This is an optimization exercise on Yosys and OpenROAD, whose aim is small area and a short achievable clock period, not a production implementation.
The RTL was checked by simulation tests, not by an equivalence proof against the original design.

==> flow/design.v (excerpt) <==
module param_register_bank #(
    parameter int unsigned DATA_WIDTH = 32,
    parameter int unsigned NUM_REGS   = 16,
    parameter int unsigned SEL_WIDTH  = 5,
    parameter int unsigned OUT_REG    = 1,
    parameter int unsigned SATURATE   = 0
) (
    input  logic                  clk_i,
    input  logic                  rst_i,
    input  logic [DATA_WIDTH-1:0] data_i,
    input  logic [NUM_REGS-1:0]   reg_sel_i,
    input  logic [2:0]            fun_sel_i,
    input  logic [SEL_WIDTH-1:0]  out_a_sel_i,
    input  logic [SEL_WIDTH-1:0]  out_b_sel_i,
    output logic [DATA_WIDTH-1:0] out_a_o,
    output logic [DATA_WIDTH-1:0] out_b_o,
    output logic [NUM_REGS-1:0]   valid_mask_o,
    output logic                  wrap_pulse_o
);
==> module param_register_bank_and2, before the edit <==
module param_register_bank_and2 (
    input  logic a_i,
    input  logic b_i,
    output logic y_o
);
    assign y_o = a_i & b_i;
endmodule
==> module param_register_bank_xnor2, before the edit <==
module param_register_bank_xnor2 (
    input  logic a_i,
    input  logic b_i,
    output logic y_o
);
    assign y_o = ~(a_i ^ b_i);
endmodule
==> module param_register_bank_carry, before the edit <==
module param_register_bank_carry #(
    parameter int W = 32
) (
    input  logic [W-1:0] r_i,
    output logic [W:0]   u_o
);
    localparam int M = W - 1;         
    localparam int L = (M > 16) ? 5 : (M > 8) ? 4 : (M > 4) ? 3 : (M > 2) ? 2 : 1;   
    logic [M-1:0] p [L+1];            
    for (genvar j = 0; j < M; j++) begin : g_e
        param_register_bank_xnor2 u_x (.a_i(r_i[j+1]), .b_i(r_i[j]), .y_o(p[0][j]));
    end
    for (genvar l = 0; l < L; l++) begin : g_lvl
        for (genvar j = 0; j < M; j++) begin : g_node
            if (((j >> l) & 1) == 1) begin : g_and
                param_register_bank_and2 u_a (
                    .a_i(p[l][j]), .b_i(p[l][((j >> l) << l) - 1]), .y_o(p[l+1][j])
                );
            end else begin : g_pass
                assign p[l+1][j] = p[l][j];
            end
        end
    end
    assign u_o[0] = 1'b1;
    assign u_o[1] = 1'b1;
    for (genvar i = 2; i <= W; i++) begin : g_u
        assign u_o[i] = p[L][i-2];
    end
endmodule
==> flow/config.mk <==
export PLATFORM = sky130hd
export DESIGN_NAME = param_register_bank
export DESIGN_NICKNAME = param_register_bank
export VERILOG_FILES = /design/flow/design.v
export SDC_FILE = /design/flow/constraint.sdc
export NUM_CORES = 4
export LEC_CHECK = 0
export CAP_MARGIN = 20
export CORE_MARGIN = 2
export CORE_UTILIZATION = 55
export PLACE_DENSITY = 0.7
export SETUP_SLACK_MARGIN = 3.0
export SLEW_MARGIN = 20
export SYNTH_HIERARCHICAL = 1
export TNS_END_PERCENT = 5
==> flow/constraint.sdc <==
create_clock -name core_clock -period 6.0 [get_ports {clk_i}]
set_input_delay 1.2000 -clock core_clock [delete_from_list [all_inputs] [get_ports {clk_i}]]
set_output_delay 1.2000 -clock core_clock [all_outputs]
set_load 0.01 [all_outputs]
standard.sh (not shown) runs the stock make flow with config.mk's settings and CLKGATE_MAP_FILE= SYNTH_SCRIPT=/design/flow/synth_recipe.tcl, a recipe that flattens the netlist after the stock synthesis.
==> flow/flow/run.sh <==
#!/bin/bash
# Layout flow: the standard ORFS flow (standard.sh) in two calls with extra don't-use cells.
# - Synthesis also avoids the logic cells above drive strength 1 (dont_use_synth.txt), so
#   that the netlist starts small and the repair steps upsize only what timing needs.
# - Port buffers are buf_4 rather than the smallest buffer.
# - Every step avoids the slow wide OR/NOR and delay cells; dont_use.txt lists the
#   platform's own don't-use cells followed by the added ones.
# make's full output goes to flow_synth.log and flow_make.log; each ORFS step keeps its own
# log under orfs/logs/.
set -euo pipefail
here="$(cd "$(dirname "${BASH_SOURCE[0]}")" && pwd)"
dont_use="$(tr '\n' ' ' < "$here/dont_use.txt")"
dont_use_synth="$dont_use $(tr '\n' ' ' < "$here/dont_use_synth.txt")"
bash standard.sh "DONT_USE_CELLS=$dont_use_synth" synth > flow_synth.log 2>&1
bash standard.sh "DONT_USE_CELLS=$dont_use" "BUFFER_PORTS_ARGS=-buffer_cell sky130_fd_sc_hd__buf_4" finish > flow_make.log 2>&1
Other scripts of this flow, unchanged in this note and not shown: flow/flow/dont_use.txt, flow/flow/dont_use_synth.txt
The first run completed without violations.
Rerun with:
--- a/flow/design.v
+++ b/flow/design.v
@@ -16,53 +16,22 @@
     assign sel_z_o = en_i & (~valid_i | ~(incdec_i | shift_i));
     assign sel_s_o = en_i & valid_i & shift_i;
     assign sel_f_o = idv & (r0_i ^ dec_i);
     assign sel_b_o = idv & ~(r0_i ^ dec_i);
     assign wrap0_o = en_i & ~valid_i & incdec_i & dec_i;
 endmodule
-module param_register_bank_and2 (
-    input  logic a_i,
-    input  logic b_i,
-    output logic y_o
-);
-    assign y_o = a_i & b_i;
-endmodule
-module param_register_bank_xnor2 (
-    input  logic a_i,
-    input  logic b_i,
-    output logic y_o
-);
-    assign y_o = ~(a_i ^ b_i);
-endmodule
 module param_register_bank_carry #(
     parameter int W = 32
 ) (
     input  logic [W-1:0] r_i,
     output logic [W:0]   u_o
 );
-    localparam int M = W - 1;         
-    localparam int L = (M > 16) ? 5 : (M > 8) ? 4 : (M > 4) ? 3 : (M > 2) ? 2 : 1;   
-    logic [M-1:0] p [L+1];            
-    for (genvar j = 0; j < M; j++) begin : g_e
-        param_register_bank_xnor2 u_x (.a_i(r_i[j+1]), .b_i(r_i[j]), .y_o(p[0][j]));
-    end
-    for (genvar l = 0; l < L; l++) begin : g_lvl
-        for (genvar j = 0; j < M; j++) begin : g_node
-            if (((j >> l) & 1) == 1) begin : g_and
-                param_register_bank_and2 u_a (
-                    .a_i(p[l][j]), .b_i(p[l][((j >> l) << l) - 1]), .y_o(p[l+1][j])
-                );
-            end else begin : g_pass
-                assign p[l+1][j] = p[l][j];
-            end
-        end
-    end
-    assign u_o[0] = 1'b1;
-    assign u_o[1] = 1'b1;
-    for (genvar i = 2; i <= W; i++) begin : g_u
-        assign u_o[i] = p[L][i-2];
+    always_comb begin
+        u_o[0] = 1'b1;
+        u_o[1] = 1'b1;
+        for (int i = 1; i < W; i++) u_o[i+1] = u_o[i] & ~(r_i[i] ^ r_i[i-1]);
     end
 endmodule
 module param_register_bank_bits #(
     parameter int W = 32
 ) (
     input  logic [W-1:0] r_i,
=>
- routed wire length rose by about 8%
- sequential share of layout area goes up by 0.62 points
- worst setup slack loses 110 ps
- maximum frequency is lower by about 3%
- cell area decreases by about 2%
- cell count falls by about 0.64%
- clock skew hardly moves
- global-route usage increases by 6.4 points
- critical path depth rose by 1

## separate check: timing with driven ports
In the flow no input, the clock included, has a driving cell. The finished layouts below were timed again as built, in two steps. Step 1, drivers: a clkbuf_16 drives clk_i and a buf_2 each remaining input, both assumed. Step 2 adds t to the input delays and takes it off the output delays; t is the mean of the earliest and latest rising clock arrival at the registers after step 1. Input paths then give back, and output paths get back, about the clock's delay inside the block. Slacks: ideal / step 1 / step 2; pairs: ideal / step 1.
run | t (ns) | slack for setup (ns) | worst setup path at the end
the first run | 0.689 | 2.717 / 2.652 / 2.217 | input to register
the second run | 0.714 | 2.609 / 2.572 / 1.943 | input to register
After both steps every run listed still meets setup and hold. The setup slack of the second run, which loses most, moves by -0.037 ns with the drivers and by -0.666 ns with both steps.
